Background: an optimization exercise with open tools, aiming at small area. Do not read the settings as production practice. The RTL was checked by simulation tests, not by an equivalence proof against the original design. The flow treats the clock pin as an ideal source. Dropping or thinning the clock tree relies on that and would not hold on a real chip. No activity file was given, so power comes from the tool's default toggle rates.

===== flow/flow/abc_area_opt.script =====
&get -n
&st
&dch
&nf -a
&st
&syn2
&if -g -K 6
&synch2
&nf -a
&st
&syn2
&if -g -K 6
&synch2
&nf -a
&st
&syn2
&if -g -K 6
&synch2
&nf -a
&st
&dch
&nf -a
&put
mfs2
strash
&get -n
&st
&dch
&nf -a
&put
mfs2
strash
&get -n
&st
&dch
&nf -a
&put
topo

===== flow/config.mk =====
export PLATFORM = sky130hd
export DESIGN_NAME = vga_player_top
export DESIGN_NICKNAME = vga_player_top
export VERILOG_FILES = /design/flow/design.v
export SDC_FILE = /design/flow/constraint.sdc
export NUM_CORES = 4
export LEC_CHECK = 0
export CAP_MARGIN = 20
export CORE_MARGIN = 2
export CORE_UTILIZATION = 60
export SLEW_MARGIN = 20

===== flow/flow/run.sh =====
#!/bin/bash
# The standard ORFS layout (standard.sh) with these changes:
#  - synthesis: ABC runs flow/abc_area_opt.script, an area-oriented script,
#    in place of ORFS's abc_speed.script, and adders are left to ABC instead
#    of being mapped to ha/fa cells (ADDER_MAP_FILE empty). Everything else
#    in synthesis (the -nofsm -noshare synth, flip-flop mapping, flattening,
#    renaming) is the standard flow's own synth_recipe.tcl, so the registers are the same.
#  - after floorplan, logic cells are swapped to the smallest cell of their
#    family (flow/downsize.tcl); placement's repair_design resizes as needed.
#  - port buffers are buf_1.
#  - clock tree of clkbuf_16 only, without dummy loads.
# Each ORFS step logs to orfs/logs/...; make's output goes to standard.log.
set -e
HERE=$(pwd)
rm -rf "$HERE/orfs_scripts"
cp -r "$FLOW_HOME/scripts" "$HERE/orfs_scripts"
cp "$HERE/flow/abc_area_opt.script" "$HERE/orfs_scripts/abc_speed.script"
export SCRIPTS_DIR="$HERE/orfs_scripts"
export ADDER_MAP_FILE=
export POST_FLOORPLAN_TCL="$HERE/flow/downsize.tcl"
export BUFFER_PORTS_ARGS="-buffer_cell sky130_fd_sc_hd__buf_1"
export CTS_ARGS="-sink_clustering_enable -repair_clock_nets -buf_list sky130_fd_sc_hd__clkbuf_16 -sink_clustering_size 28 -sink_clustering_max_diameter 100 -dont_use_dummy_load"
bash standard.sh > standard.log 2>&1

===== flow/standard.sh =====
#!/bin/bash
# synth_recipe.tcl (not shown) runs the flow's synth.tcl, then flattens the netlist and writes it again
# the make line also repeats each setting of config.mk as NAME=value (left out here)
make -C /OpenROAD-flow-scripts/flow DESIGN_CONFIG=/design/flow/config.mk WORK_HOME=/design/flow/orfs CLKGATE_MAP_FILE= SYNTH_SCRIPT=/design/flow/synth_recipe.tcl "${@:-finish}"

===== flow/flow/downsize.tcl =====
# After floorplan: swap each logic cell to the smallest cell of the same
# family (same function and pins, e.g. nor4_4 -> nor4_1). Synthesis sizes
# for a far tighter clock than the real one; repair_design in placement
# upsizes again wherever slew or capacitance needs it.
set db [ord::get_db]
set block [ord::get_db_block]
set dont_use $::env(DONT_USE_CELLS)
set best [dict create]
foreach lib [$db getLibs] {
  foreach m [$lib getMasters] {
    set n [$m getName]
    if {[lsearch -exact $dont_use $n] >= 0} { continue }
    if {![regexp {^(sky130_fd_sc_hd__[a-z0-9]+)_([0-9]+)$} $n -> base drv]} { continue }
    set a [expr {[$m getWidth] * [$m getHeight]}]
    if {![dict exists $best $base] || $a < [lindex [dict get $best $base] 1]} {
      dict set best $base [list $n $a]
    }
  }
}
set count 0
foreach inst [$block getInsts] {
  set n [[$inst getMaster] getName]
  if {![regexp {^(sky130_fd_sc_hd__[a-z0-9]+)_([0-9]+)$} $n -> base drv]} { continue }
  if {![dict exists $best $base]} { continue }
  set target [lindex [dict get $best $base] 0]
  if {$target ne $n} {
    replace_cell [$inst getName] $target
    incr count
  }
}
puts "downsize.tcl: replaced $count cells"

===== flow/constraint.sdc =====
create_clock -name core_clock -period 31.75 [get_ports {px_clk}]
set_input_delay 6.3500 -clock core_clock [delete_from_list [all_inputs] [get_ports {px_clk}]]
set_output_delay 6.3500 -clock core_clock [all_outputs]
set_load 0.01 [all_outputs]

===== flow/design.v =====
`default_nettype none
package vga_player_pkg;
    localparam int ROW_BITS = 128;
    localparam int BLOCK_PX = 8;
    localparam int BLOCKS_X = 80;
    localparam logic [7:0] READ_CMD = 8'h6B;
endpackage
`default_nettype wire
`timescale 1ns/1ps
`default_nettype none
module vga_player_top #(
    parameter int H_ACTIVE     = 640,
    parameter int H_FRONT      = 16,
    parameter int H_SYNC       = 96,
    parameter int H_BACK       = 80,
    parameter int V_ACTIVE     = 480,
    parameter int V_FRONT      = 1,
    parameter int V_SYNC       = 3,
    parameter int V_BACK       = 36,
    parameter int FRAME_REPEAT = 3,
    parameter int FRAME_COUNT  = 16
) (
    input  wire                             px_clk,
    input  wire                             rst,
    input  wire [2:0]                       color_on,
    input  wire [2:0]                       color_off,
    input  wire [3:0]                       io_in,
    output logic [3:0]                      qspi,
    output logic [5:0]                      rgb,
    output logic                            hsync,
    output logic                            vsync,
    output logic                            sound_p,
    output logic                            sound_n
);
    localparam int H_TOTAL = H_ACTIVE + H_FRONT + H_SYNC + H_BACK;
    localparam int V_TOTAL = V_ACTIVE + V_FRONT + V_SYNC + V_BACK;
    localparam int H_SYNC_START = H_ACTIVE + H_FRONT;
    localparam int V_SYNC_START = V_ACTIVE + V_FRONT;
    localparam int BANDS = V_ACTIVE / 8;
    function automatic logic geq(input logic [9:0] x, input logic [9:0] c);
        geq = 1'b1;
        for (int i = 0; i < 10; i++) begin
            geq = c[i] ? (x[i] && geq) : (x[i] || geq);
        end
    endfunction
    function automatic logic leq(input logic [9:0] x, input logic [9:0] c);
        leq = 1'b1;
        for (int i = 0; i < 10; i++) begin
            leq = c[i] ? (!x[i] || leq) : (!x[i] && leq);
        end
    endfunction
    logic [9:0] h;
    logic       blank;
    logic [5:0] bq;
    logic [2:0] ln;
    wire line_end    = h == H_TOTAL - 1;
    wire active_end  = !blank && bq == 6'(BANDS) && ln == 3'd7;
    wire frame_end   = blank && bq == 6'((V_TOTAL - V_ACTIVE) / 8 - 1) && ln == 3'd7;
    always_ff @(posedge px_clk) begin
        if (rst) begin
            h <= '0;
            {blank, bq, ln} <= {1'b0, 6'd1, 3'd0};
        end else if (line_end) begin
            h <= '0;
            if (frame_end) begin
                {blank, bq, ln} <= {1'b0, 6'd1, 3'd0};
            end else if (active_end) begin
                {blank, bq, ln} <= {1'b1, 6'd0, 3'd0};
            end else begin
                {bq, ln} <= {bq, ln} + 1'b1;
            end
        end else begin
            h <= h + 1'b1;
        end
    end
    wire active = leq(h, 10'(H_ACTIVE - 1)) && !blank;
    logic [3:0] frame_idx;
    logic [1:0] repeat_idx;
    always_ff @(posedge px_clk) begin
        if (rst) begin
            repeat_idx <= '0;
            frame_idx  <= '0;
        end else if (line_end && active_end) begin
            if (repeat_idx == FRAME_REPEAT - 1) begin
                repeat_idx <= '0;
                frame_idx  <= frame_idx + 1'b1;
            end else begin
                repeat_idx <= repeat_idx + 1'b1;
            end
        end
    end
    wire read_line = ln == 3'd0 && (blank ? bq == 6'd0 : bq != 6'(BANDS));
    wire [5:0] bn = bq;
    wire [9:0] row_num = {8'({frame_idx, 4'd0} - frame_idx + bn[5:2]), bn[1:0]};
    logic out_bit;
    always_comb begin
        case (h[4:0])
            5'd2:  out_bit = vga_player_pkg::READ_CMD[7];
            5'd3:  out_bit = vga_player_pkg::READ_CMD[6];
            5'd4:  out_bit = vga_player_pkg::READ_CMD[5];
            5'd5:  out_bit = vga_player_pkg::READ_CMD[4];
            5'd6:  out_bit = vga_player_pkg::READ_CMD[3];
            5'd7:  out_bit = vga_player_pkg::READ_CMD[2];
            5'd8:  out_bit = vga_player_pkg::READ_CMD[1];
            5'd9:  out_bit = vga_player_pkg::READ_CMD[0];
            5'd20: out_bit = row_num[9];
            5'd21: out_bit = row_num[8];
            5'd22: out_bit = row_num[7];
            5'd23: out_bit = row_num[6];
            5'd24: out_bit = row_num[5];
            5'd25: out_bit = row_num[4];
            5'd26: out_bit = row_num[3];
            5'd27: out_bit = row_num[2];
            5'd28: out_bit = row_num[1];
            5'd29: out_bit = row_num[0];
            default: out_bit = 1'b0;
        endcase
    end
    wire sel   = read_line && geq(h, 10'd1) && leq(h, 10'd74);
    wire sclk  = read_line && geq(h, 10'd2) && leq(h, 10'd74);
    wire io_oe = read_line && geq(h, 10'd2) && leq(h, 10'd33);
    assign qspi = {!sel, sclk, io_oe && out_bit, io_oe};
    wire cap_pix   = read_line && geq(h, 10'd55) && leq(h, 10'd74);
    wire cap_sound = read_line && (geq(h, 10'd43) && leq(h, 10'd46) && repeat_idx == 2'd0
        || geq(h, 10'd47) && leq(h, 10'd50) && repeat_idx[0]
        || geq(h, 10'd51) && leq(h, 10'd54) && repeat_idx[1]);
    logic [19:0] cache [4];
    logic [19:0] disp [4];
    logic        valid;
    wire xfer_line = ln == 3'd7 && (!blank || bq == 6'd0);
    wire xfer = xfer_line && geq(h, 10'd651) && leq(h, 10'd670);
    wire rot  = leq(h, 10'(H_ACTIVE - 1)) && h[4:0] == 5'd31;
    always_ff @(posedge px_clk) begin
        for (int k = 0; k < 4; k++) begin
            cache[k] <= {cap_pix ? io_in[3-k] : cache[k][0], cache[k][19:1]};
            if (xfer || rot) begin
                disp[k] <= {xfer ? cache[k][0] : disp[k][0], disp[k][19:1]};
            end
        end
    end
    wire pix_on = active && (valid || bq[1]) && disp[h[4:3]][0];
    logic [2:0] rgb_q;
    always_ff @(posedge px_clk) begin
        if (rst) begin
            rgb_q   <= color_off;
        end else begin
            rgb_q   <= pix_on ? color_on : color_off;
        end
    end
    assign rgb   = {{2{rgb_q[2]}}, {2{rgb_q[1]}}, {2{rgb_q[0]}}};
    assign hsync = !(geq(h, 10'(H_SYNC_START + 1)) && leq(h, 10'(H_SYNC_START + H_SYNC)));
    assign vsync = !(blank && bq == 6'd0 && (h == 10'd0 ? ln >= 3'd2 && ln <= 3'd4
                                                        : ln >= 3'd1 && ln <= 3'd3));
    logic [3:0] sring [4];
    logic [1:0] lring [4];
    logic [7:0] threshold_n;
    logic       sound_q;
    wire low_load   = ln == 3'd0 && !blank && (h == 10'd1 || h == 10'd2);
    wire high_load  = ln == 3'd4 && (blank ? bq == 6'd4 : bq != 6'(BANDS))
        && (h == 10'd3 || h == 10'd4);
    wire sound_load = h == 10'd0 && ln == 3'd0 && !blank;
    wire half_band  = h == 10'd0 && ln == 3'd4;
    wire [7:0] word_l = {lring[0][1], lring[1][1], lring[2][1], lring[3][1],
                         lring[0][0], lring[1][0], lring[2][0], lring[3][0]};
    always_ff @(posedge px_clk) begin
        for (int k = 0; k < 4; k++) begin
            sring[k] <= {cap_sound ? io_in[3-k] : sring[k][0], sring[k][3:1]};
            lring[k] <= {low_load || high_load ? sring[k][0] : lring[k][0], lring[k][1]};
        end
    end
    wire [7:0] counter = {2'(h[7:6] + ln[1:0]), h[5:0]};
    always_ff @(posedge px_clk) begin
        if (sound_load || half_band) begin
            threshold_n <= ~word_l;
        end
    end
    always_ff @(posedge px_clk) begin
        if (rst) begin
            valid   <= 1'b0;
            sound_q <= 1'b0;
        end else begin
            if (h == 10'd0 && bq[1]) begin
                valid <= 1'b1;
            end
            sound_q <= valid && counter < ~threshold_n;
        end
    end
    assign sound_p = sound_q;
    assign sound_n = !sound_q;
endmodule
`default_nettype wire

==> reports/metrics.cfg, run 1 <==
[grt]
grt.overflow.total = 0
antenna_found_initial = 1
grtUsageMet3 = 0.0332
grt.busiest_layer = met1
grt_pass1_vias = 3385
grt_first_pass_wirelength_um = 17300
met1_usage = 0.264
use_met2 = 0.259
grt_max_degree = 81
grt_usage = 0.173

[sta]
clock_skew_ns = 0.0267
maxSlewHeadroom = 0.336
worst_slack_ns = 22.52
hold_viol = 0
fmax_ghz = 0.108
final.min_clock_period_ns = 9.23
fin_crit_sh = 0.291
fin_setup_tns_ns = 0
maxSlewViolCount = 0
setup_viol = 0
rsz0062_at_grt = false
worst_slew_pin_slew_ns = 0.995

[outcome]
status = finished clean

[power]
leakage_uw = 0.00256
ir_drop_uv = 52.5
finalPower_uw = 447
power_density_nw_per_um2 = 59.9

[hold_path]
holdCritPathClass = register to register

[die]
fp.dieH_um = 112
die_area_um2 = 12400
ioPinCount = 26
initial_core_util = 0.610
core_area_um2 = 11400
fp.dieW_um = 112
rows = 39

[final_layout]
mostFrequentLayoutCells = 135 x dfxtp_1, 88 x edfxtp_1, 32 x nor2_1, 25 x buf_1, 23 x nand2_1
drive_above_1_share = 0.0276
syn2layout_area_growth_pct = 7.70
fin_nets = 522
layout_commonest_cell = dfxtp_1
diodes = 0

[cts]
post_cts_resized = 0
numClockSinks = 223
cts_tree = built
clk_latency_ns = 0.46
clk_path_buf_depth = 3
clkTransAtPathRegs_ns = 0.11
post_cts_buffers = 0
cts_buffers = 11
cts_max_level = 1
holdBufCountCts = 0
root_buffer = clkbuf_16

[yosys]
synth.distinct_cells = 52
syn-cell-area_um2 = 6940
synth-seq-cells = 223
synthesis.nets = 487
ys.flop_type = dfxtp_1
synthesis.area_per_instance_um2 = 14.6
yosys_warnings = 5
ys_seq_area_frac = 0.771
synth-async-reset-ratio = 0
synth_edf_count = 88
synth_cells = 475

[setup_path]
cp.required_ns = 25.40
cp-end-kind = output pin
path_class = register to output pin
cp.arrival_ns = 2.88
worstPathMaxFanout = 7
worstSetupStartpointType = register

[detailed_routing]
drtIter0Drc = 300
wire_per_inst_um = 16.4
finalWirelength_um = 10700
viasPerCell = 5.59
drc = 0
via_count = 3636
first_pass_iters = 5
drtAntennaViolNets = 0

[place]
place_congestion = 0.877
io_buffer_count = 25
hpwlAfterDp_um = 6760
place_ws_ns = 23.07

[run]
max-cap-violations = 0

## flip-flops by register name, summed over array words and instances (netlist names)
| name | cells |
|---|---|
| blank | 1 |
| bq | 6 |
| cache | 80 |
| disp | 80 |
| frame_idx | 4 |
| h | 10 |
| ln | 3 |
| lring | 8 |
| repeat_idx | 2 |
| rgb_q | 3 |
| sound_q | 1 |
| sring | 16 |
| threshold_n | 8 |
| valid | 1 |
## per-layer routing
layer / up-vias / wire [um] / part of all wire
met1: 1726 / 5280 / 0.49
met4: 0 / 231 / 0.022
li1: 1790 / - / -
met2: 101 / 4540 / 0.42
met5: - / 0 / 0
met3: 19 / 638 / 0.060
## metrics by stage
stage / utilization / cells / instance area (um2) / hold WS (ns)
2_1_floorplan: - / 475 / 6940 / 0.310
3_3_place_gp: 0.633 / 640 / 7190 / 0.311
3_5_place_dp: 0.633 / 640 / 7190 / 0.312
4_1_cts: 0.657 / 651 / 7470 / 0.311
5_1_grt: 0.657 / 651 / 7470 / 0.323
6_report: 0.657 / 651 / 7470 / 0.315
## final timing paths
kind / from / to / slack (ns) / cells past startpoint
setup reg to reg: bq[0] / disp[0][19] / 28.55 / 5
setup / recovery: bq[0] / qspi[2] / 22.52 / 7
hold / removal: sring[2][3] / sring[2][2] / 0.32 / 0
hold reg to reg: sring[2][3] / sring[2][2] / 0.32 / 0
## worst max-delay path, stage by stage (launching register included)
cell and delay [ns]:
dfxtp_1 0.37, or2_0 0.26, or4_1 0.43, o21ai_0 0.34, nand4_1 0.17, a211oi_1 0.39, a21boi_0 0.28, buf_1 0.18
## power by group
part	total [uW]	leakage, uW	switching (uW)	internal [uW]
Sequential	299	0.00187	1.81	297
Combinational	7.72	0.000560	4.82	2.91
Clock	141	0.000136	78.0	62.6
Total	447	0.00256	84.6	363
## final cells by class
class	count	area, um2
fillers	850	3900
flip-flops and latches	223	5350
repair buffers	27	109
well taps	143	179
multi-input cells	231	1500
clock buffers	11	275
inverters	16	60.1
## cells in the mapped netlist (10+ instances only)
| cell | instances | area, um2 |
|---|---|---|
| a21oi_1 | 16 | 80.1 |
| and3_1 | 10 | 62.6 |
| clkinv_1 | 16 | 60.1 |
| dfxtp_1 | 135 | 2700 |
| edfxtp_1 | 88 | 2640 |
| mux2_1 | 19 | 214 |
| nand2_1 | 24 | 90.1 |
| nor2_1 | 32 | 120 |
| nor3_1 | 14 | 70.1 |
| o21ai_0 | 11 | 55.1 |
| xnor2_1 | 12 | 105 |
## logic make-up after synthesis
logic type                 synth area share
xor gates and xnor gates             0.0189
and+or+nand+nor                      0.0971
AOI/OAI and AO/OA                    0.0626
buffers and inverters                0.0141
DFF                                   0.771
adders and majority gates           0.00289
muxes                                0.0337
==> run 2, diff against run 1 <==
--- a/flow/flow/run.sh
+++ b/flow/flow/run.sh
@@ -21,2 +21,3 @@
 export BUFFER_PORTS_ARGS="-buffer_cell sky130_fd_sc_hd__buf_1"
+export POST_CTS_TCL="$HERE/flow/cts_flatten.tcl"
 export CTS_ARGS="-sink_clustering_enable -repair_clock_nets -buf_list sky130_fd_sc_hd__clkbuf_16 -sink_clustering_size 28 -sink_clustering_max_diameter 100 -dont_use_dummy_load"
==> flow/flow/cts_flatten.tcl (new file) <==
# After CTS: remove the clock tree's middle levels, so the root buffer (the
# only cell the clock port drives) feeds every leaf buffer directly. A
# buffer is bypassed when its output drives only other buffers and its input
# is not the clock port's net: its loads move to its input net, then the
# buffer and its output net are deleted.
set block [ord::get_db_block]
set clk_net [$block findNet px_clk]
proc is_buf {inst} {
  return [string match "sky130_fd_sc_hd__clkbuf_*" [[$inst getMaster] getName]]
}
proc out_iterm {inst} {
  foreach it [$inst getITerms] {
    if {[$it isOutputSignal]} { return $it }
  }
  return NULL
}
proc in_iterm {inst} {
  foreach it [$inst getITerms] {
    if {[$it isInputSignal]} { return $it }
  }
  return NULL
}
set changed 1
set removed 0
while {$changed} {
  set changed 0
  foreach inst [$block getInsts] {
    if {![is_buf $inst]} { continue }
    set oit [out_iterm $inst]
    set iit [in_iterm $inst]
    if {$oit eq "NULL" || $iit eq "NULL"} { continue }
    set onet [$oit getNet]
    set inet [$iit getNet]
    if {$onet eq "NULL" || $inet eq "NULL"} { continue }
    if {[$inet getName] eq [$clk_net getName]} { continue }
    set only_bufs 1
    set loads {}
    foreach it [$onet getITerms] {
      if {[$it getInst] eq $inst} { continue }
      if {![is_buf [$it getInst]]} { set only_bufs 0 }
      lappend loads $it
    }
    if {!$only_bufs || [llength $loads] == 0} { continue }
    foreach it $loads {
      $it disconnect
      $it connect $inet
    }
    $oit disconnect
    $iit disconnect
    odb::dbInst_destroy $inst
    odb::dbNet_destroy $onet
    incr removed
    set changed 1
    break
  }
}
puts "cts_flatten.tcl: removed $removed clock buffers"
==> run 2 against run 1 <==
  * Design area decreased by 0.67%
  * Clock-buffer cell count shrank 2
  * Sequential share of layout area increased by 0.48 points
  * Total power fell by 3.0%
  * Still clean
  * Synthesized area unchanged
  * Critical path depth stayed put
  * Largest power group unchanged
  * Combinational power is essentially flat
  * Setup slack better by 0.056 ns
  * Synthesized cell count stayed put
==> reports/metrics.cfg, run 2 <==
[final_layout]
layout_commonest_cell = dfxtp_1
mostFrequentLayoutCells = 135 x dfxtp_1, 88 x edfxtp_1, 32 x nor2_1, 25 x buf_1, 23 x nand2_1
drive_above_1_share = 0.0237  ; -0.00384
finish.utilization = 0.653  ; -0.00440
fin_nets = 520  ; -0.38%
layout.cells.non_filler = 649  ; -0.31%
reg.largest.list = cache x80, disp x80, sring x16
syn2layout_area_growth_pct = 6.98
diodes = 0  ; unchanged

[setup_path]
worst-r2r-setup-slack_ns = 28.55  ; about the same
path_class = register to output pin
r2r-end = disp[1][7]
r2r-start = bq[0]
reg2reg_depth = 5  ; unchanged
cp-end-kind = output pin
cp.required_ns = 25.40  ; about the same
setup.worst_path.start = bq[0]
crit_end = qspi[2]
cp.arrival_ns = 2.82  ; -0.06 ns
worstPathMaxFanout = 7  ; unchanged
worstSetupStartpointType = register

[cts]
clk_latency_ns = 0.39  ; -0.07 ns
clkTransAtPathRegs_ns = 0.12  ; about the same
numClockSinks = 223  ; unchanged

[sta]
maxSlewHeadroom = 0.334  ; -0.00252
fin_setup_tns_ns = 0  ; unchanged
hold_viol = 0  ; unchanged
fmax_ghz = 0.109  ; +0.61%
setup_viol = 0  ; unchanged
worst_hold_slack_ns = 0.314  ; -0.000550 ns
clock_skew_ns = 0.0267  ; -0.0000235 ns
final.min_clock_period_ns = 9.17  ; -0.0560 ns
rsz0062_at_grt = false
maxSlewViolCount = 0  ; unchanged
fin_crit_sh = 0.289  ; -0.00176
worst_slew_pin_slew_ns = 0.999  ; +0.00378 ns

[yosys]
ys_seq_area_frac = 0.771  ; unchanged
yosysMostFrequentCell = dfxtp_1
ys.flop_type = dfxtp_1
yosysTopAreaCell = dfxtp_1
netlist.area_leader.share = 0.390  ; unchanged
synth-async-reset-ratio = 0  ; unchanged
synth.area.top_cells = dfxtp_1 39%, edfxtp_1 38%, mux2_1 3.1%, nor2_1 1.7%, xnor2_1 1.5%
synth-seq-cells = 223  ; unchanged
synthesis.area_per_instance_um2 = 14.6  ; unchanged
yosys_warnings = 5  ; unchanged
synthesis.nets = 487  ; unchanged
synth_cells = 475  ; unchanged
syn-cell-area_um2 = 6940  ; unchanged
synth_common_cells = 135 x dfxtp_1, 88 x edfxtp_1, 32 x nor2_1
synth_edf_count = 88  ; unchanged
synth.distinct_cells = 52  ; unchanged

[power]
ir_drop_uv = 52.4  ; -0.20%
leakage_uw = 0.00254  ; -0.96%
power_density_nw_per_um2 = 58.5  ; -2.4%

[die]
ioPinCount = 26  ; unchanged
rows = 39  ; unchanged
initial_core_util = 0.610  ; unchanged
die_area_um2 = 12400  ; unchanged
core_area_um2 = 11400  ; unchanged
fp.dieH_um = 112  ; unchanged
fp.dieW_um = 112  ; unchanged

[run]
max-cap-violations = 0  ; unchanged

[grt]
grt_usage = 0.178  ; +0.00486
grt_max_degree = 81  ; unchanged
grt_pass1_vias = 3363  ; -0.65%
antenna_found_initial = 1  ; unchanged
grt.overflow.total = 0  ; unchanged
grt_first_pass_wirelength_um = 17200  ; -0.68%

[detailed_routing]
via_count = 3597  ; -1.1%
drtAntennaViolNets = 0  ; unchanged
viasPerCell = 5.54  ; -0.77%
finalWirelength_um = 10700  ; about the same
wire_per_inst_um = 16.4  ; +0.22%
drc = 0  ; unchanged
drtIter0Drc = 318  ; +6.0%
first_pass_iters = 5  ; unchanged

[place]
place_inst = 640  ; unchanged
hpwlAfterDp_um = 6760  ; unchanged
place_congestion = 0.877  ; unchanged
io_buffer_count = 25  ; unchanged

[outcome]
status = finished clean

[hold_path]
holdCritPathClass = register to register

-- run 2: worst min-delay path by stage --
| stage | start | end | cells past startpoint |
|---|---|---|---|
| 2_1_floorplan | cache[0][1] | cache[0][0] | 0 |
| 3_3_place_gp | sring[2][2] | sring[2][1] | 0 |
| 3_5_place_dp | cache[1][9] | cache[1][8] | 0 |
| 5_1_grt | sring[2][3] | sring[2][2] | 0 |
| 6_report | sring[2][3] | sring[2][2] | 0 |
-- run 2: cell type report --
type	count	area (um2)
Sequential cell	223	5350
Timing Repair Buffer	27	109
Fill cell	856	3950
Multi-Input combinational cell	231	1500
Tap cell	143	179
Clock buffer	9	225
Inverter	16	60.1
-- run 2: cell families after synthesis --
kind of cell             share of synthesized area
XOR/XNOR                                    0.0189
AND/OR/NAND/NOR                             0.0971
AO/OA/AOI/OAI                               0.0626
adder cells (fa/ha/maj)                    0.00289
multiplexers                                0.0337
buffers and inverters                       0.0141
flip-flops                                   0.771
-- run 2: stage by stage --
stage / cell area, um2 / power [uW] / setup slack (ns)
3_5_place_dp: 7190 / 314 / 23.07
5_1_grt: 7420 / 448 / 22.46
3_3_place_gp: 7190 / 313 / 23.25
2_1_floorplan: 6940 / 311 / 23.44
6_report: 7420 / 434 / 22.58
-- run 2: power by group --
| group | internal [uW] | switching [uW] |
|---|---|---|
| clock | 51.4 | 75.5 |
| sequential | 297 | 1.83 |
| combinational | 2.91 | 4.82 |
| total | 352 | 82.1 |
-- run 2: routing by layer --
metal  track usage  wire length [um]
met4        0.0502               158
met2         0.259              4600
met5             0                 0
met3        0.0533               605
met1         0.264              5310
-- run 2: critical path: stages, from the launching register on --
cell and delay (ns):
dfxtp_1 0.37, or2_0 0.26, or4_1 0.43, o21ai_0 0.34, nand4_1 0.18, a211oi_1 0.40, a21boi_0 0.28, buf_1 0.18
==> run 3, diff against run 2 <==
--- a/flow/design.v
+++ b/flow/design.v
@@ -93,3 +93,3 @@
     wire [5:0] bn = bq;
-    wire [9:0] row_num = {8'({frame_idx, 4'd0} - frame_idx + bn[5:2]), bn[1:0]};
+    wire [9:0] row_num = 10'(frame_idx * 6'd60) + 10'(bn);
     logic out_bit;
--- a/flow/flow/run.sh
+++ b/flow/flow/run.sh
@@ -9,4 +9,7 @@
 #    family (flow/downsize.tcl); placement's repair_design resizes as needed.
-#  - port buffers are buf_1.
-#  - clock tree of clkbuf_16 only, without dummy loads.
+#  - port buffers are buf_1 (every port still gets its own buffer).
+#  - clock tree of clkbuf_16 only, clusters of up to 28 registers, without
+#    dummy loads; after CTS the middle tree level is removed
+#    (flow/cts_flatten.tcl), so the clock port drives one root buffer that
+#    drives every leaf buffer.
 # Each ORFS step logs to orfs/logs/...; make's output goes to standard.log.
==> run 3 against run 2 <==
  * Global-route usage up 0.078 points
  * Synthesized cell count up 0.63%
  * Die area down 0.76%
  * Clock-buffer cell count unchanged
  * Synthesized area down 0.79%
  * Critical endpoint is now qspi[1]
  * Still clean on timing, DRC and antenna
  * Largest power group unchanged
  * Combinational power up 24%
  * Sequential cell count unchanged
==> reports/metrics.cfg, run 3 <==
[sta]
fmax_ghz = 0.111  ; +2.3%
fin_crit_sh = 0.283  ; -0.00637
final.min_clock_period_ns = 8.97  ; -0.202 ns
hold_viol = 0  ; unchanged
worst_slew_pin_slew_ns = 0.954  ; -0.0447 ns
clock_skew_ns = 0.0223  ; -0.00444 ns
fin_setup_tns_ns = 0  ; unchanged
setup_viol = 0  ; unchanged
worst_hold_slack_ns = 0.332  ; +0.0171 ns
maxSlewViolCount = 0  ; unchanged
rsz0062_at_grt = false
maxSlewHeadroom = 0.363  ; +0.0292

[final_layout]
mostFrequentLayoutCells = 135 x dfxtp_1, 88 x edfxtp_1, 37 x nor2_1, 26 x nand2_1, 25 x buf_1
diodes = 0  ; unchanged
drive_above_1_share = 0.0256  ; +0.00188
layout.cells.non_filler = 651  ; +0.31%
layout_commonest_cell = dfxtp_1
fin_nets = 522  ; +0.38%
finish.utilization = 0.650  ; -0.00227
syn2layout_area_growth_pct = 7.00  ; about the same
fill_cells = 863  ; +0.82%
reg.largest.list = cache x80, disp x80, sring x16

[die]
fp.dieW_um = 111  ; -0.38%
initial_core_util = 0.608  ; -0.00223
fp.dieH_um = 111  ; -0.38%
die_area_um2 = 12300  ; -0.76%
core_area_um2 = 11300  ; -0.43%
rows = 39  ; unchanged
ioPinCount = 26  ; unchanged

[yosys]
synthesis.nets = 490  ; +0.62%
synth.area.top_cells = dfxtp_1 39%, edfxtp_1 38%, mux2_1 2.5%, nor2_1 2.0%, nor3_1 1.6%
synthesis.area_per_instance_um2 = 14.4  ; -1.4%
synth-async-reset-ratio = 0  ; unchanged
yosysTopAreaCell = dfxtp_1
synth_common_cells = 135 x dfxtp_1, 88 x edfxtp_1, 37 x nor2_1
yosys_warnings = 5  ; unchanged
yosysMostFrequentCell = dfxtp_1
ys.flop_type = dfxtp_1
synth_edf_count = 88  ; unchanged
synth_cells = 478  ; +0.63%
ys_seq_area_frac = 0.777  ; +0.00617
netlist.area_leader.share = 0.393  ; +0.00312
synth-seq-cells = 223  ; unchanged
synth.distinct_cells = 47  ; -9.6%
syn-cell-area_um2 = 6880  ; -0.79%

[detailed_routing]
drtIter0Drc = 282  ; -11%
first_pass_iters = 4  ; -1
finalWirelength_um = 10300  ; -3.5%
viasPerCell = 5.51  ; -0.56%
via_count = 3588  ; -0.25%
drc = 0  ; unchanged
wire_per_inst_um = 15.8  ; -3.8%
drtAntennaViolNets = 0  ; unchanged

[outcome]
status = finished clean

[grt]
grt.overflow.total = 0  ; unchanged
antenna_found_initial = 0  ; -1
grt_pass1_vias = 3441  ; +2.3%
grt_max_degree = 81  ; unchanged
grt_first_pass_wirelength_um = 17200  ; +0.40%
grt_usage = 0.179  ; +0.000776

[place]
place_congestion = 0.838  ; -4.4%
hpwlAfterDp_um = 6480  ; -4.1%
io_buffer_count = 25  ; unchanged
place_inst = 642  ; +0.31%

[power]
leakage_uw = 0.00252  ; -0.57%
p_int_uw = 354  ; +0.62%
switchingPower_uw = 83.3  ; +1.5%
clkPwrFrac = 0.288  ; -0.004
ir_drop_uv = 61.8  ; +18%
netSwitchingFraction = 0.191  ; +0.00127
power_density_nw_per_um2 = 59.4  ; +1.6%
seqPwrFrac = 0.690  ; about the same
power_frac_comb = 0.022  ; +0.004

[setup_path]
path_class = register to output pin
worst-r2r-setup-slack_ns = 28.73  ; +0.18 ns
worstSetupStartpointType = register
cp.arrival_ns = 2.62  ; -0.20 ns
worstPathMaxFanout = 6  ; -1
cp.required_ns = 25.40  ; about the same
cp-end-kind = output pin

[run]
max-cap-violations = 0  ; unchanged

[cts]
clk_latency_ns = 0.39  ; about the same
clkTransAtPathRegs_ns = 0.11  ; about the same
numClockSinks = 223  ; unchanged

[hold_path]
holdCritPathClass = register to register

-- run 3: logic make-up after synthesis --
logic type,synth area share
simple gates,0.104
compound gates,0.0684
xor+xnor,0.0102
flops,0.777
buf+inv,0.0115
mux,0.0293
-- run 3: power groups by stage --
stage / clock [uW] / sequential [uW] / combinational (uW)
6_report: 126 / 302 / 9.56
5_1_grt: 139 / 302 / 10.8
3_5_place_dp: 0 / 308 / 9.60
3_3_place_gp: 0 / 308 / 9.41
2_1_floorplan: 0 / 308 / 7.03
-- run 3: layout make-up --
type | instances | area (um2) | area share
inverters | 11 | 41.3 | 0.00561
flip-flops and latches | 223 | 5350 | 0.726
repair buffers | 26 | 101 | 0.0138
multi-input cells | 239 | 1470 | 0.200
clock buffers | 9 | 225 | 0.0306
well taps | 143 | 179 | 0.0243
-- run 3: final timing paths --
path	endpoint	start	depth (start not counted)
setup / recovery	qspi[1]	bq[0]	8
hold / removal	cache[1][12]	cache[1][13]	0
setup reg to reg	bq[0]	h[0]	7
hold reg to reg	cache[1][12]	cache[1][13]	0
-- run 3: critical path: stages, from the launching register on --
cell and delay, ns:
dfxtp_1 0.36, or2_0 0.26, or4_1 0.43, o21ai_0 0.28
nand4_1 0.16, nor3_1 0.30, nand2_1 0.09, a41oi_1 0.18
buf_1 0.17
-- run 3: metal layers --
layer  part of all wire  GRT usage  vias to the layer above
li1                   -          -                     1785
met1               0.49      0.261                     1714
met2               0.44      0.263                       76
met3              0.047     0.0470                       13
met4              0.017     0.0634                        0
met5                  0          0                        -
-- run 3: through the flow --
step                total power [uW]  setup slack (ns)  instance area (um2)
finish                           437             22.78                 7360
floorplan                        315             23.56                 6880
global placement                 318             23.26                 7130
detailed placement               318             23.20                 7130
global route                     452             22.47                 7360
==> run 4, diff against run 3 <==
--- a/flow/design.v
+++ b/flow/design.v
@@ -170,3 +170,6 @@
     end
-    wire [7:0] counter = {2'(h[7:6] + ln[1:0]), h[5:0]};
+    wire [1:0] counter_hi = 2'(h[7:6] + ln[1:0]);
+    wire [7:0] threshold = ~threshold_n;
+    wire below = counter_hi < threshold[7:6]
+        || counter_hi == threshold[7:6] && h[5:0] < threshold[5:0];
     always_ff @(posedge px_clk) begin
@@ -184,3 +187,3 @@
             end
-            sound_q <= valid && counter < ~threshold_n;
+            sound_q <= valid && below;
         end
==> run 4 against run 3 <==
  * Clock skew rose by 0.0025 ns
  * Highest routed layer unchanged
  * Combinational power shrank 25%
  * Global-route usage down 0.58 points
  * Critical path type unchanged
  * Largest power group unchanged
  * Still clean
  * Worst hold slack got worse by 0.0062 ns
  * Synthesized cell count fell by 2.9%
  * First-iteration DRC count decreased by 22%
==> reports/metrics.cfg, run 4 <==
[power]
clkPwrFrac = 0.292  ; +0.004
power_frac_comb = 0.017  ; -0.005
finalPower_uw = 430  ; -1.6%
power_density_nw_per_um2 = 58.6  ; -1.3%
seqPwrFrac = 0.691  ; about the same
netSwitchingFraction = 0.187  ; -0.00384
ir_drop_uv = 59.1  ; -4.4%
switchingPower_uw = 80.3  ; -3.6%
p_int_uw = 350  ; -1.1%
leakage_uw = 0.00228  ; -9.7%

[place]
io_buffer_count = 25  ; unchanged
hpwlAfterDp_um = 6400  ; -1.2%
place_congestion = 0.865  ; +3.2%

[yosys]
synth.distinct_cells = 49  ; +4.3%
netlist.area_leader.share = 0.394  ; +0.00122
synthesis.area_per_instance_um2 = 14.8  ; +2.7%
ys.flop_type = dfxtp_1
synth.area.top_cells = dfxtp_1 39%, edfxtp_1 39%, mux2_1 2.6%, nor2_1 1.5%, a21oi_1 1.3%
synth-async-reset-ratio = 0  ; unchanged
ys_seq_area_frac = 0.779  ; +0.00241
synth_cells = 464  ; -2.9%
synth-seq-cells = 223  ; unchanged
synth_edf_count = 88  ; unchanged
yosysTopAreaCell = dfxtp_1
synth_common_cells = 135 x dfxtp_1, 88 x edfxtp_1, 28 x nor2_1
yosys_warnings = 5  ; unchanged
yosysMostFrequentCell = dfxtp_1
syn-cell-area_um2 = 6860  ; -0.31%
synthesis.nets = 476  ; -2.9%

[grt]
grt_pass1_vias = 3296  ; -4.2%
grt_max_degree = 81  ; unchanged
grt_first_pass_wirelength_um = 16500  ; -4.0%
grt.overflow.total = 0  ; unchanged
grt_usage = 0.173  ; -0.00583
antenna_found_initial = 0  ; unchanged

[setup_path]
setup.worst_path.start = bq[2]
cp.required_ns = 25.40  ; about the same
cp-end-kind = output pin
cp.arrival_ns = 2.72  ; +0.10 ns
path_class = register to output pin
worstPathMaxFanout = 11  ; +5
max_stage_delay_ns = 0.43  ; about the same
worstSetupStartpointType = register
worst-r2r-setup-slack_ns = 28.87  ; +0.14 ns
cp.depth = 8  ; unchanged
path_buf_inv = 1  ; unchanged
r2r-start = h[2]
crit_family = compound AO/OA/AOI/OAI gates
reg2reg_depth = 5  ; -2
cp_cell_sequence = nand2b_1 -> a221o_1 -> a41oi_1 -> mux2_1 -> o2111ai_1 -> a21oi_1 -> o311a_1 -> buf_1
cpMaxStageDelayCell = dfxtp_1
crit_end = qspi[1]
r2r-end = disp[1][13]

[detailed_routing]
wire_per_inst_um = 15.8  ; +0.16%
m1WireLength_um = 5020  ; -1.4%
via_count = 3524  ; -1.8%
top_layer = met4
wl_met2_um = 4470  ; -1.8%
wl_met3_um = 485  ; +1.0%
finalWirelength_um = 10100  ; -1.8%
drc = 0  ; unchanged
viasPerCell = 5.52  ; +0.22%
drtIter0Drc = 220  ; -22%
first_pass_iters = 4  ; unchanged
drtAntennaViolNets = 0  ; unchanged

[final_layout]
syn2layout_area_growth_pct = 7.06  ; about the same
diodes = 0  ; unchanged
mostFrequentLayoutCells = 135 x dfxtp_1, 88 x edfxtp_1, 28 x nor2_1, 25 x buf_1
fill_cells = 846  ; -2.0%
reg.largest.list = cache x80, disp x80, sring x16
layout_commonest_cell = dfxtp_1
fin_nets = 509  ; -2.5%
drive_above_1_share = 0.0263  ; +0.000672

[sta]
fin_crit_sh = 0.286  ; +0.00316
maxSlewHeadroom = 0.359  ; -0.00392
fin_setup_tns_ns = 0  ; unchanged
clock_skew_ns = 0.0248  ; +0.00252 ns
worst_slew_pin_slew_ns = 0.960  ; +0.00588 ns
rsz0062_at_grt = false
fmax_ghz = 0.110  ; -1.1%
maxSlewViolCount = 0  ; unchanged
setup_viol = 0  ; unchanged
final.min_clock_period_ns = 9.07  ; +0.100 ns
hold_viol = 0  ; unchanged

[die]
core_area_um2 = 11300  ; -0.43%
ioPinCount = 26  ; unchanged
die_area_um2 = 12300  ; -0.30%
initial_core_util = 0.609  ; +0.000744
fp.dieW_um = 111  ; -0.15%
fp.dieH_um = 111  ; -0.15%
rows = 39  ; unchanged

[hold_path]
holdCritPathClass = register to register
hold_start = cache[0][1]

[run]
max-cap-violations = 0  ; unchanged

[outcome]
status = finished clean

[cts]
numClockSinks = 223  ; unchanged
clk_latency_ns = 0.39  ; about the same
clkTransAtPathRegs_ns = 0.12  ; about the same

==> run 4: cell types whose count changed in the layout (fill, tap and decap cells not counted), sizes merged, moves of 3 or more <==
cell,before,now
nor2,37,28
nand2,27,19
clkinv,11,17
nor3,22,16
a31oi,4,9
nor2b,9,4
o31ai,4,0
a2111oi,0,3
and3,7,10
nand2b,8,5
nor3b,1,4
xor2,4,7
==> run 4: power groups by stage <==
| stage | Clock (uW) | Sequential [uW] | Combinational [uW] |
|---|---|---|---|
| after global placement | 0 | 304 | 7.10 |
| after global routing | 140 | 298 | 7.90 |
| final | 126 | 297 | 7.17 |
| after detailed placement | 0 | 304 | 7.20 |
| after floorplan | 0 | 304 | 4.75 |
==> run 4: cell families (layout without fill, tap and decap cells) <==
family | Yosys count | in the layout | share of synthesized area
and+or+nand+nor | 112 | 112 | 0.0859
AOI/OAI and AO/OA | 75 | 75 | 0.0710
DFF | 223 | 223 | 0.779
buffers and inverters | 22 | 53 | 0.0148
muxes | 19 | 19 | 0.0325
xor gates and xnor gates | 13 | 13 | 0.0166
==> run 4: metrics by stage <==
stage          setup slack [ns]  instance area [um2]  hold WS [ns]  cells   util
3_3_place_gp              23.17                 7120         0.311    629  0.631
5_1_grt                   22.48                 7340         0.341    638  0.651
2_1_floorplan             23.34                 6860         0.310    464      -
6_report                  22.68                 7340         0.325    638  0.651
3_5_place_dp              23.10                 7120         0.312    629  0.631
==> run 4: worst min-delay path by stage <==
stage                       end  cells past startpoint
detailed placement  cache[0][1]                      0
finish              cache[0][0]                      0
global placement    sring[0][2]                      0
global route        cache[0][0]                      0
floorplan           cache[0][0]                      0
==> run 4: metal layers <==
layer	vias to the layer above	global-route usage
met5	-	0
met4	0	0.0658
met3	10	0.0448
met2	77	0.252
met1	1690	0.252
li1	1747	-
==> run 4: layout make-up <==
cell class                 count  area [um2]  area share
multi-input combinational    219        1420       0.194
clock buffer                   9         225      0.0307
tap                          143         179      0.0244
timing repair buffer          27         109      0.0148
sequential                   223        5350       0.728
inverter                      17        63.8     0.00869
==> run 5, diff against run 4 <==
--- a/flow/flow/abc_area_opt.script
+++ b/flow/flow/abc_area_opt.script
@@ -36,2 +36,10 @@
 &nf -a
+&nf -a -R 1000
+&put
+mfs2
+strash
+&get -n
+&st
+&dch
+&nf -a -R 1000
 &put
==> run 5 against run 4 <==
  * Sequential cell count stayed put
  * First-iteration DRC count is 34% higher
  * Core utilization is 1.4 points higher
  * Worst hold slack better by 0.0045 ns
  * Combinational power is 69% higher
==> reports/metrics.cfg, run 5 <==
[final_layout]
layout_commonest_cell = dfxtp_1
drive_above_1_share = 0.0280  ; +0.00174
finish.utilization = 0.665  ; +0.0136
syn2layout_area_growth_pct = 7.14  ; about the same
mostFrequentLayoutCells = 135 x dfxtp_1, 88 x edfxtp_1, 40 x nor2_1, 25 x buf_1, 22 x nand2_1
fill_cells = 783  ; -7.4%
multi_input_area_um2 = 1410  ; -1.1%
seq_area_um2 = 5350  ; unchanged
fin_nets = 514  ; +0.98%
diodes = 0  ; unchanged
reg.largest.list = cache x80, disp x80, sring x16

[sta]
hold_viol = 0  ; unchanged
maxSlewViolCount = 0  ; unchanged
final.min_clock_period_ns = 8.91  ; -0.167 ns
worst_slew_pin_slew_ns = 0.946  ; -0.0146 ns
fin_setup_tns_ns = 0  ; unchanged
clock_skew_ns = 0.0187  ; -0.00608 ns
rsz0062_at_grt = false
fin_crit_sh = 0.280  ; -0.00527
fmax_ghz = 0.112  ; +1.9%
maxSlewHeadroom = 0.363  ; +0.00362
setup_viol = 0  ; unchanged

[grt]
met1_usage = 0.252  ; -0.000666
grt_usage = 0.172  ; -0.00108
use_met2 = 0.256  ; +0.00409
grt_max_degree = 81  ; unchanged
antenna_found_initial = 0  ; unchanged
grt_pass1_vias = 3228  ; -2.1%
grt_first_pass_wirelength_um = 16600  ; +0.54%
grt.overflow.total = 0  ; unchanged
grtUsageMet3 = 0.0401  ; -0.00477
grt.busiest_layer = met2

[power]
ir_drop_uv = 63.2  ; +7.0%
leakage_uw = 0.00253  ; +11%
power_density_nw_per_um2 = 61.0  ; +4.1%

[yosys]
syn-cell-area_um2 = 6820  ; -0.60%
synth-seq-cells = 223  ; unchanged
yosysTopAreaCell = dfxtp_1
yosysMostFrequentCell = dfxtp_1
ys.flop_type = dfxtp_1
synth_edf_count = 88  ; unchanged
synth_common_cells = 135 x dfxtp_1, 88 x edfxtp_1, 40 x nor2_1
synth_cells = 469  ; +1.1%
synthesis.nets = 481  ; +1.1%
yosys_warnings = 5  ; unchanged
synthesis.area_per_instance_um2 = 14.5  ; -1.7%
synth.distinct_cells = 45  ; -8.2%
synth.area.top_cells = dfxtp_1 40%, edfxtp_1 39%, mux2_1 2.5%, nor2_1 2.2%, a21oi_1 1.5%
ys_seq_area_frac = 0.784  ; +0.00472
netlist.area_leader.share = 0.396  ; +0.00239
synth-async-reset-ratio = 0  ; unchanged

[setup_path]
worstPathMaxFanout = 9  ; -2
cp.required_ns = 25.40  ; about the same
cp-end-kind = output pin
cp.arrival_ns = 2.56  ; -0.16 ns
worstSetupStartpointType = register
path_class = register to output pin

[cts]
clk_latency_ns = 0.38  ; about the same
numClockSinks = 223  ; unchanged
clkTransAtPathRegs_ns = 0.11  ; about the same

[die]
core_area_um2 = 11000  ; -2.6%
fp.dieW_um = 111  ; -0.29%
die_area_um2 = 12200  ; -0.58%
rows = 38  ; -2.6%
initial_core_util = 0.621  ; +0.0123
fp.dieH_um = 111  ; -0.29%
ioPinCount = 26  ; unchanged

[detailed_routing]
drtAntennaViolNets = 0  ; unchanged
wire_per_inst_um = 15.9  ; +0.24%
drc = 0  ; unchanged
via_count = 3528  ; +0.11%
drtIter0Drc = 295  ; +34%
first_pass_iters = 4  ; unchanged
viasPerCell = 5.51  ; -0.20%
finalWirelength_um = 10200  ; +0.55%

[place]
io_buffer_count = 25  ; unchanged
place_congestion = 0.835  ; -3.5%
hpwlAfterDp_um = 6290  ; -1.7%

[run]
max-cap-violations = 0  ; unchanged

[hold_path]
holdCritPathClass = register to register

[outcome]
status = finished clean

run 5: cell types whose count changed after synthesis, sizes merged, moves of 3 or more:
cell    change
a31oi       -3
and2        +3
clkinv      -5
nand2       +3
nor2       +12
nor3        +4
o21a        -3
xnor2       +3
xor2        -3
run 5: layout make-up:
class	count	area share
clock buffers	9	0.0308
multi-input cells	229	0.192
well taps	140	0.0240
inverters	12	0.00617
repair buffers	27	0.0149
flip-flops and latches	223	0.732
run 5: final timing paths:
| kind | depth (start not counted) | slack [ns] | end | startpoint |
|---|---|---|---|---|
| max | 12 | 22.85 | qspi[1] | bq[2] |
| min | 0 | 0.33 | cache[3][5] | cache[3][6] |
| max reg2reg | 10 | 28.36 | frame_idx[3] | h[0] |
| min reg2reg | 0 | 0.33 | cache[3][5] | cache[3][6] |
run 5: logic make-up after synthesis:
family,count (synthesis),synth area share
simple gates,128,0.0929
compound gates,71,0.0648
buf+inv,17,0.0121
flops,223,0.784
xor+xnor,13,0.0167
mux,17,0.0295
run 5: worst max-delay path, cell delays in order (launching register included):
cell      delay, ns
dfxtp_1        0.48
nand2b_1       0.24
nand2_1        0.10
a31oi_1        0.20
nand2_1        0.09
nor2b_1        0.13
nor2_1         0.12
nor2_1         0.05
o21ai_0        0.13
xnor2_1        0.16
o21ai_0        0.10
a31oi_1        0.19
buf_1          0.17
run 5: where the power goes:
part           switching, uW  leakage (uW)  internal, uW
Clock                   73.8      0.000111          51.3
Combinational           7.35      0.000525          4.77
Sequential              4.53       0.00189           304
run 5: per-layer routing:
metal | wire [um] | part of all wire | vias up
met5 | 0 | 0 | -
met4 | 155 | 0.015 | 0
met3 | 381 | 0.037 | 15
met2 | 4520 | 0.44 | 67
met1 | 5110 | 0.50 | 1690
li1 | - | - | 1756
run 5: stage by stage:
| stage | total power (uW) | area (um2) | cells | worst slack [ns] | hold slack, ns |
|---|---|---|---|---|---|
| 2_1_floorplan | 322 | 6820 | 469 | 23.62 | 0.310 |
| 6_report | 445 | 7300 | 640 | 22.85 | 0.330 |
| 3_3_place_gp | 326 | 7070 | 631 | 23.44 | 0.310 |
| 5_1_grt | 461 | 7300 | 640 | 22.59 | 0.338 |
| 3_5_place_dp | 327 | 7080 | 631 | 23.34 | 0.312 |
==> run 6, diff against run 5 <==
--- a/flow/flow/abc_area_opt.script
+++ b/flow/flow/abc_area_opt.script
@@ -3,2 +3,12 @@
 &dch
+&nf -a
+&st
+&syn2
+&if -g -K 6
+&synch2
+&nf -a
+&st
+&syn2
+&if -g -K 6
+&synch2
 &nf -a
@@ -28,3 +38,3 @@
 &dch
-&nf -a
+&nf -a -R 1000
 &put
@@ -35,3 +45,2 @@
 &dch
-&nf -a
 &nf -a -R 1000
==> run 6 against run 5 <==
  * Still clean
  * Worst hold slack better by 0.0046 ns
  * Design area is 0.50% lower
  * Clock-buffer cell count did not move
  * Non-clock buffer count fell by 1
  * Synthesized cell count is 2.1% lower
  * Synthesized area shrank 0.33%
  * Clock power barely moved
  * Critical path depth decreased by 4
  * Global-route usage shrank 0.32 points
  * Clock skew decreased by 0.0063 ns
  * Core utilization barely moved
  * Register-to-register slack got worse by 0.74 ns
  * Critical endpoint unchanged
==> reports/metrics.cfg, run 6 <==
[cts]
clkTransAtPathRegs_ns = 0.10  ; about the same
clk_latency_ns = 0.38  ; about the same
numClockSinks = 223  ; unchanged

[setup_path]
worstSetupStartpointType = register
path_class = register to output pin
r2r-start = h[0]
cp-end-kind = output pin
setup.worst_path.start = frame_idx[0]
cp.arrival_ns = 2.56  ; about the same
cp.required_ns = 25.40  ; about the same
worstPathMaxFanout = 9  ; unchanged

[sta]
worst_slack_ns = 22.84  ; -0.00260 ns
rsz0062_at_grt = false
final.min_clock_period_ns = 8.91  ; +0.00260 ns
maxSlewHeadroom = 0.355  ; -0.00801
fin_crit_sh = 0.281  ; about the same
worst_slew_pin_slew_ns = 0.968  ; +0.0220 ns
fin_setup_tns_ns = 0  ; unchanged
fmax_ghz = 0.112  ; about the same
clock_skew_ns = 0.0125  ; -0.00625 ns
hold_viol = 0  ; unchanged
maxSlewViolCount = 0  ; unchanged
setup_viol = 0  ; unchanged

[grt]
antenna_found_initial = 0  ; unchanged
grt_first_pass_wirelength_um = 16200  ; -2.8%
grt.overflow.total = 0  ; unchanged
grt_usage = 0.169  ; -0.00325
grt_max_degree = 81  ; unchanged
grt_pass1_vias = 3268  ; +1.2%

[yosys]
synthesis.nets = 471  ; -2.1%
synth-seq-cells = 223  ; unchanged
synth-async-reset-ratio = 0  ; unchanged
synth.distinct_cells = 41  ; -8.9%
yosysMostFrequentCell = dfxtp_1
yosys_warnings = 5  ; unchanged
syn-cell-area_um2 = 6800  ; -0.33%
synth_edf_count = 88  ; unchanged
ys_seq_area_frac = 0.787  ; +0.00260
synthesis.area_per_instance_um2 = 14.8  ; +1.8%
netlist.area_leader.share = 0.398  ; +0.00131
synth.area.top_cells = dfxtp_1 40%, edfxtp_1 39%, mux2_1 3.1%, a21oi_1 1.6%, nor3_1 1.4%
synth_common_cells = 135 x dfxtp_1, 88 x edfxtp_1, 25 x nor2_1
synth_cells = 459  ; -2.1%
yosysTopAreaCell = dfxtp_1
ys.flop_type = dfxtp_1

[hold_path]
holdCritPathClass = register to register
hold_start = sring[0][2]

[final_layout]
multi_input_area_um2 = 1370  ; -2.6%
syn2layout_area_growth_pct = 6.96
finish.utilization = 0.665  ; about the same
fin_nets = 503  ; -2.1%
drive_above_1_share = 0.0245  ; -0.00346
diodes = 0  ; unchanged
fill_cells = 791  ; +1.0%
reg.largest.list = cache x80, disp x80, sring x16
layout_commonest_cell = dfxtp_1
mostFrequentLayoutCells = 135 x dfxtp_1, 88 x edfxtp_1, 25 x nor2_1, 25 x buf_1, 22 x a21oi_1
seq_area_um2 = 5350  ; unchanged

[power]
finalPower_uw = 437  ; -1.8%
leakage_uw = 0.00253  ; +0.24%
ir_drop_uv = 63.3  ; about the same
power_density_nw_per_um2 = 60.2  ; -1.3%

[die]
fp.dieW_um = 110  ; -0.16%
rows = 38  ; unchanged
ioPinCount = 26  ; unchanged
fp.dieH_um = 110  ; -0.16%
initial_core_util = 0.621  ; +0.000639
core_area_um2 = 10900  ; -0.43%
die_area_um2 = 12200  ; -0.32%

[place]
place_ws_ns = 23.27  ; -0.0662 ns
io_buffer_count = 25  ; unchanged
hpwlAfterDp_um = 6140  ; -2.3%
place_congestion = 0.862  ; +3.3%

[detailed_routing]
drc = 0  ; unchanged
wire_per_inst_um = 15.7  ; -1.4%
drtIter0Drc = 232  ; -21%
first_pass_iters = 4  ; unchanged
finalWirelength_um = 9860  ; -3.0%
drtAntennaViolNets = 0  ; unchanged
viasPerCell = 5.50  ; -0.18%
via_count = 3461  ; -1.9%

[run]
max-cap-violations = 0  ; unchanged

[outcome]
status = finished clean

## run 6: path summary, 6_finish.rpt
check	to	slack, ns	depth (start not counted)
max reg2reg	frame_idx[3]	27.62	12
max	qspi[1]	22.84	8
min	sring[0][1]	0.33	0
min reg2reg	sring[0][1]	0.33	0
## run 6: metal layers
metal / wire [um] / up-vias / GRT usage
met2: 4350 / 74 / 0.248
met3: 368 / 12 / 0.0379
met5: 0 / - / 0
li1: - / 1720 / -
met1: 4980 / 1655 / 0.247
met4: 159 / 0 / 0.0658
## run 6: power breakdown
part	switching (uW)	internal (uW)
combinational	5.56	4.40
clock	73.4	51.3
sequential	2.98	300
## run 6: cell families after synthesis
kind of cell    Yosys count  synth area share
buf+inv                  19            0.0133
flops                   223             0.787
simple gates            116            0.0860
xor+xnor                 10            0.0129
compound gates           69            0.0635
mux                      21            0.0363
fa+ha+maj                 1           0.00147
## run 6: area by class of cell
cell class                      count  share of cell area
Inverter                           14             0.00723
Tap cell                          140              0.0241
Clock buffer                        9              0.0310
Multi-Input combinational cell    217               0.188
Sequential cell                   223               0.735
Timing Repair Buffer               26              0.0139
## run 6: through the flow
| stage | area (um2) | hold WS, ns | std cells |
|---|---|---|---|
| finish | 7270 | 0.334 | 629 |
| global placement | 7040 | 0.310 | 620 |
| global route | 7270 | 0.341 | 629 |
| floorplan | 6800 | 0.310 | 459 |
| detailed placement | 7040 | 0.312 | 620 |
## run 6: critical path, stage by stage (launching register included)
cell and delay [ns]:
dfxtp_1 0.47, nor2b_1 0.24, o21ai_0 0.19, maj3_1 0.43, a2111oi_0 0.36, o21ai_0 0.14
nand4_1 0.11, a31oi_1 0.08, buf_1 0.16
==> run 7, diff against run 6 <==
--- a/flow/flow/run.sh
+++ b/flow/flow/run.sh
@@ -25,3 +25,3 @@
 export POST_CTS_TCL="$HERE/flow/cts_flatten.tcl"
-export CTS_ARGS="-sink_clustering_enable -repair_clock_nets -buf_list sky130_fd_sc_hd__clkbuf_16 -sink_clustering_size 28 -sink_clustering_max_diameter 100 -dont_use_dummy_load"
+export CTS_ARGS="-sink_clustering_enable -repair_clock_nets -buf_list sky130_fd_sc_hd__clkbuf_16 -sink_clustering_size 32 -sink_clustering_max_diameter 70 -dont_use_dummy_load"
 bash standard.sh > standard.log 2>&1
--- a/flow/flow/abc_area_opt.script
+++ b/flow/flow/abc_area_opt.script
@@ -3,12 +3,2 @@
 &dch
-&nf -a
-&st
-&syn2
-&if -g -K 6
-&synch2
-&nf -a
-&st
-&syn2
-&if -g -K 6
-&synch2
 &nf -a
@@ -38,3 +28,3 @@
 &dch
-&nf -a -R 1000
+&nf -a
 &put
@@ -45,2 +35,3 @@
 &dch
+&nf -a
 &nf -a -R 1000
==> run 7 against run 6 <==
  * First-iteration DRC count rose by 11%
  * Worst hold slack got worse by 0.072 ns
  * Register-to-register slack gained 0.71 ns
  * Largest cell class unchanged
==> reports/metrics.cfg, run 7 <==
[grt]
grt_first_pass_wirelength_um = 16600  ; +2.8%
antenna_found_initial = 0  ; unchanged
grt.overflow.total = 0  ; unchanged
grt_usage = 0.175  ; +0.00628
grt_pass1_vias = 3225  ; -1.3%
grt_max_degree = 81  ; unchanged

[detailed_routing]
finalWirelength_um = 10200  ; +3.5%
drtAntennaViolNets = 0  ; unchanged
first_pass_iters = 4  ; unchanged
drtIter0Drc = 257  ; +11%
drc = 0  ; unchanged
viasPerCell = 5.47  ; -0.57%
via_count = 3507  ; +1.3%
wire_per_inst_um = 15.9  ; +1.5%

[final_layout]
drive_above_1_share = 0.0299  ; +0.00540
fill_cells = 784  ; -0.88%
syn2layout_area_growth_pct = 7.51
layout.cells.non_filler = 641  ; +1.9%
mostFrequentLayoutCells = 135 x dfxtp_1, 88 x edfxtp_1, 40 x nor2_1, 25 x buf_1, 22 x nand2_1
fin_nets = 515  ; +2.4%
diodes = 0  ; unchanged
reg.largest.list = cache x80, disp x80, sring x16
layout_commonest_cell = dfxtp_1

[sta]
maxSlewHeadroom = 0.364  ; +0.00877
fin_crit_sh = 0.280  ; -0.000369
worst_slew_pin_slew_ns = 0.945  ; -0.0231 ns
setup_viol = 0  ; unchanged
maxSlewViolCount = 0  ; unchanged
clock_skew_ns = 0.0554  ; +0.0430 ns
final.min_clock_period_ns = 8.90  ; -0.0117 ns
worst_slack_ns = 22.85  ; +0.0117 ns
hold_viol = 0  ; unchanged
rsz0062_at_grt = false
fmax_ghz = 0.112  ; +0.13%
fin_setup_tns_ns = 0  ; unchanged

[yosys]
synth_top_family_by_area = simple AND/OR/NAND/NOR gates
yosysMostFrequentCell = dfxtp_1
synth_common_cells = 135 x dfxtp_1, 88 x edfxtp_1, 40 x nor2_1
synth-async-reset-ratio = 0  ; unchanged
synth-xor-area-share = 0.0167  ; +0.00381
synth_cells = 469  ; +2.2%
synthesis.area_per_instance_um2 = 14.5  ; -1.8%
synth_edf_count = 88  ; unchanged
yosys_warnings = 5  ; unchanged
ys_seq_area_frac = 0.784  ; -0.00260
synth.area.top_cells = dfxtp_1 40%, edfxtp_1 39%, mux2_1 2.5%, nor2_1 2.2%, a21oi_1 1.5%
synth_compound_area_frac = 0.0648  ; +0.00126
synth.distinct_cells = 45  ; +9.8%
synthAdderAreaFrac = 0  ; -0.00147
netlist.area_leader.share = 0.396  ; -0.00131
synthMuxAreaShare = 0.0295  ; -0.00673
synth-simple-area-share = 0.0929  ; +0.00687
syn-cell-area_um2 = 6820  ; +0.33%
ys.flop_type = dfxtp_1
yosysTopAreaCell = dfxtp_1
synth-seq-cells = 223  ; unchanged
synthesis.nets = 481  ; +2.1%

[setup_path]
worstPathMaxFanout = 9  ; unchanged
cp_cell_sequence = nand2b_1 -> nand2_1 -> a31oi_1 -> nand2_1 -> nor2b_1 -> nor2_1 -> nor2_1 -> o21ai_0 -> xnor2_1 -> o21ai_0 -> a31oi_1 -> buf_1
worstSetupStartpointType = register
max_stage_delay_ns = 0.47  ; about the same
cpMaxStageDelayCell = dfxtp_1
path_class = register to output pin
cp-end-kind = output pin
cp.arrival_ns = 2.55  ; about the same
cp.required_ns = 25.40  ; about the same

[run]
max-cap-violations = 0  ; unchanged

[die]
die_area_um2 = 12200  ; +0.32%
fp.dieH_um = 111  ; +0.16%
core_area_um2 = 11000  ; +0.43%
initial_core_util = 0.621  ; -0.000639
rows = 38  ; unchanged
fp.dieW_um = 111  ; +0.16%
ioPinCount = 26  ; unchanged

[place]
place_ws_ns = 23.34  ; +0.0662 ns
io_buffer_count = 25  ; unchanged
hpwlAfterDp_um = 6290  ; +2.4%
place_inst = 631  ; +1.8%
place_congestion = 0.835  ; -3.2%

[cts]
clk_latency_ns = 0.40  ; +0.02 ns
numClockSinks = 223  ; unchanged
clkTransAtPathRegs_ns = 0.10  ; about the same

[power]
ir_drop_uv = 61.5  ; -2.8%
power_density_nw_per_um2 = 61.8  ; +2.8%
leakage_uw = 0.00254  ; +0.24%
finalPower_uw = 453  ; +3.6%

[hold_path]
holdCritPathClass = register to register

[outcome]
status = finished clean

## run 7: changes by cell type after synthesis, moves of 3 or more
cell	change
nor4_1	-4
mux2_1	-4
a2111oi_0	-3
nor2_1	+15
o21a_1	-4
nand3_1	-5
nand2b_1	-4
a31oi_1	+3
## run 7: cell type report
cell class                 instances  area [um2]  share of cell area
inverter                          12        45.0             0.00615
tap                              140         175              0.0239
clock buffer                      10         250              0.0341
sequential                       223        5350               0.729
multi-input combinational        229        1410               0.192
timing repair buffer              27         109              0.0149
## run 7: kinds of logic (layout without fill, tap and decap cells)
| group | count (synthesis) | after routing |
|---|---|---|
| flops | 223 | 223 |
| simple gates | 128 | 128 |
| compound gates | 71 | 71 |
| mux | 17 | 17 |
| buf+inv | 17 | 49 |
| xor+xnor | 13 | 13 |
## run 7: critical path, delay by kind of cell (launching register included)
| kind | cells | cell delay (ns) |
|---|---|---|
| and+or+nand+nor | 6 | 0.73 |
| AOI/OAI and AO/OA | 4 | 0.62 |
| DFF | 1 | 0.47 |
| buffers and inverters | 1 | 0.17 |
| xor gates and xnor gates | 1 | 0.16 |
## run 7: layer usage
layer	GRT usage	part of all wire	vias to the layer above
met3	0.0401	0.033	14
li1	-	-	1753
met5	0	0	-
met2	0.253	0.43	62
met1	0.255	0.51	1678
met4	0.0800	0.021	0
## run 7: power breakdown
| group | internal [uW] | total (uW) | switching, uW | leakage (uW) |
|---|---|---|---|---|
| Combinational | 4.77 | 12.1 | 7.38 | 0.000525 |
| Sequential | 304 | 308 | 4.63 | 0.00189 |
| Clock | 56.6 | 133 | 76.0 | 0.000123 |
## run 7: final timing paths
check / slack [ns] / depth (start not counted) / start / endpoint
hold reg to reg: 0.26 / 0 / cache[2][19] / cache[2][18]
hold / removal: 0.26 / 0 / cache[2][19] / cache[2][18]
setup / recovery: 22.85 / 12 / bq[2] / qspi[1]
setup reg to reg: 28.33 / 10 / h[0] / frame_idx[3]
## run 7: per-stage QoR
step                cell area (um2)  utilization  hold WS, ns
global route                   7330        0.667        0.259
floorplan                      6820            -        0.310
global placement               7070        0.644        0.310
detailed placement             7080        0.645        0.312
finish                         7330        0.667        0.262

## separate check: timing with driven ports
The results above use ideal ports. As a check the final layouts listed here were re-extracted and re-timed, cells and wires unchanged.
Step 1 (the two cells are an assumption about what drives the block):
set clk [get_ports {px_clk}]
set_driving_cell -lib_cell sky130_fd_sc_hd__clkbuf_16 $clk
set_driving_cell -lib_cell sky130_fd_sc_hd__buf_2 [delete_from_list [all_inputs] $clk]
Step 2, shift: input delay + t, output delay - t, t = (earliest + latest rising clock arrival at the registers) / 2. This alone moves slack from input paths to output paths.
Three values: ideal ports, drivers, drivers and shift; two values: the first two.
| run | shift t [ns] | setup slack, ns | latest minus earliest clock arrival (ns) | cell pins on the clock port's net |
|---|---|---|---|---|
| run 1 | 0.486 | 22.520 / 22.484 / 22.970 | 0.028 / 0.028 | 1 |
| run 2 | 0.408 | 22.576 / 22.540 / 22.949 | 0.029 / 0.029 | 1 |
| run 3 | 0.416 | 22.778 / 22.740 / 23.157 | 0.022 / 0.023 | 1 |
| run 4 | 0.417 | 22.678 / 22.640 / 23.057 | 0.029 / 0.029 | 1 |
| run 5 | 0.410 | 22.845 / 22.808 / 23.218 | 0.021 / 0.021 | 1 |
| run 6 | 0.408 | 22.842 / 22.803 / 23.212 | 0.013 / 0.013 | 1 |
| run 7 | 0.406 | 22.854 / 22.816 / 23.223 | 0.057 / 0.057 | 1 |
After both steps every run listed still meets setup and hold.
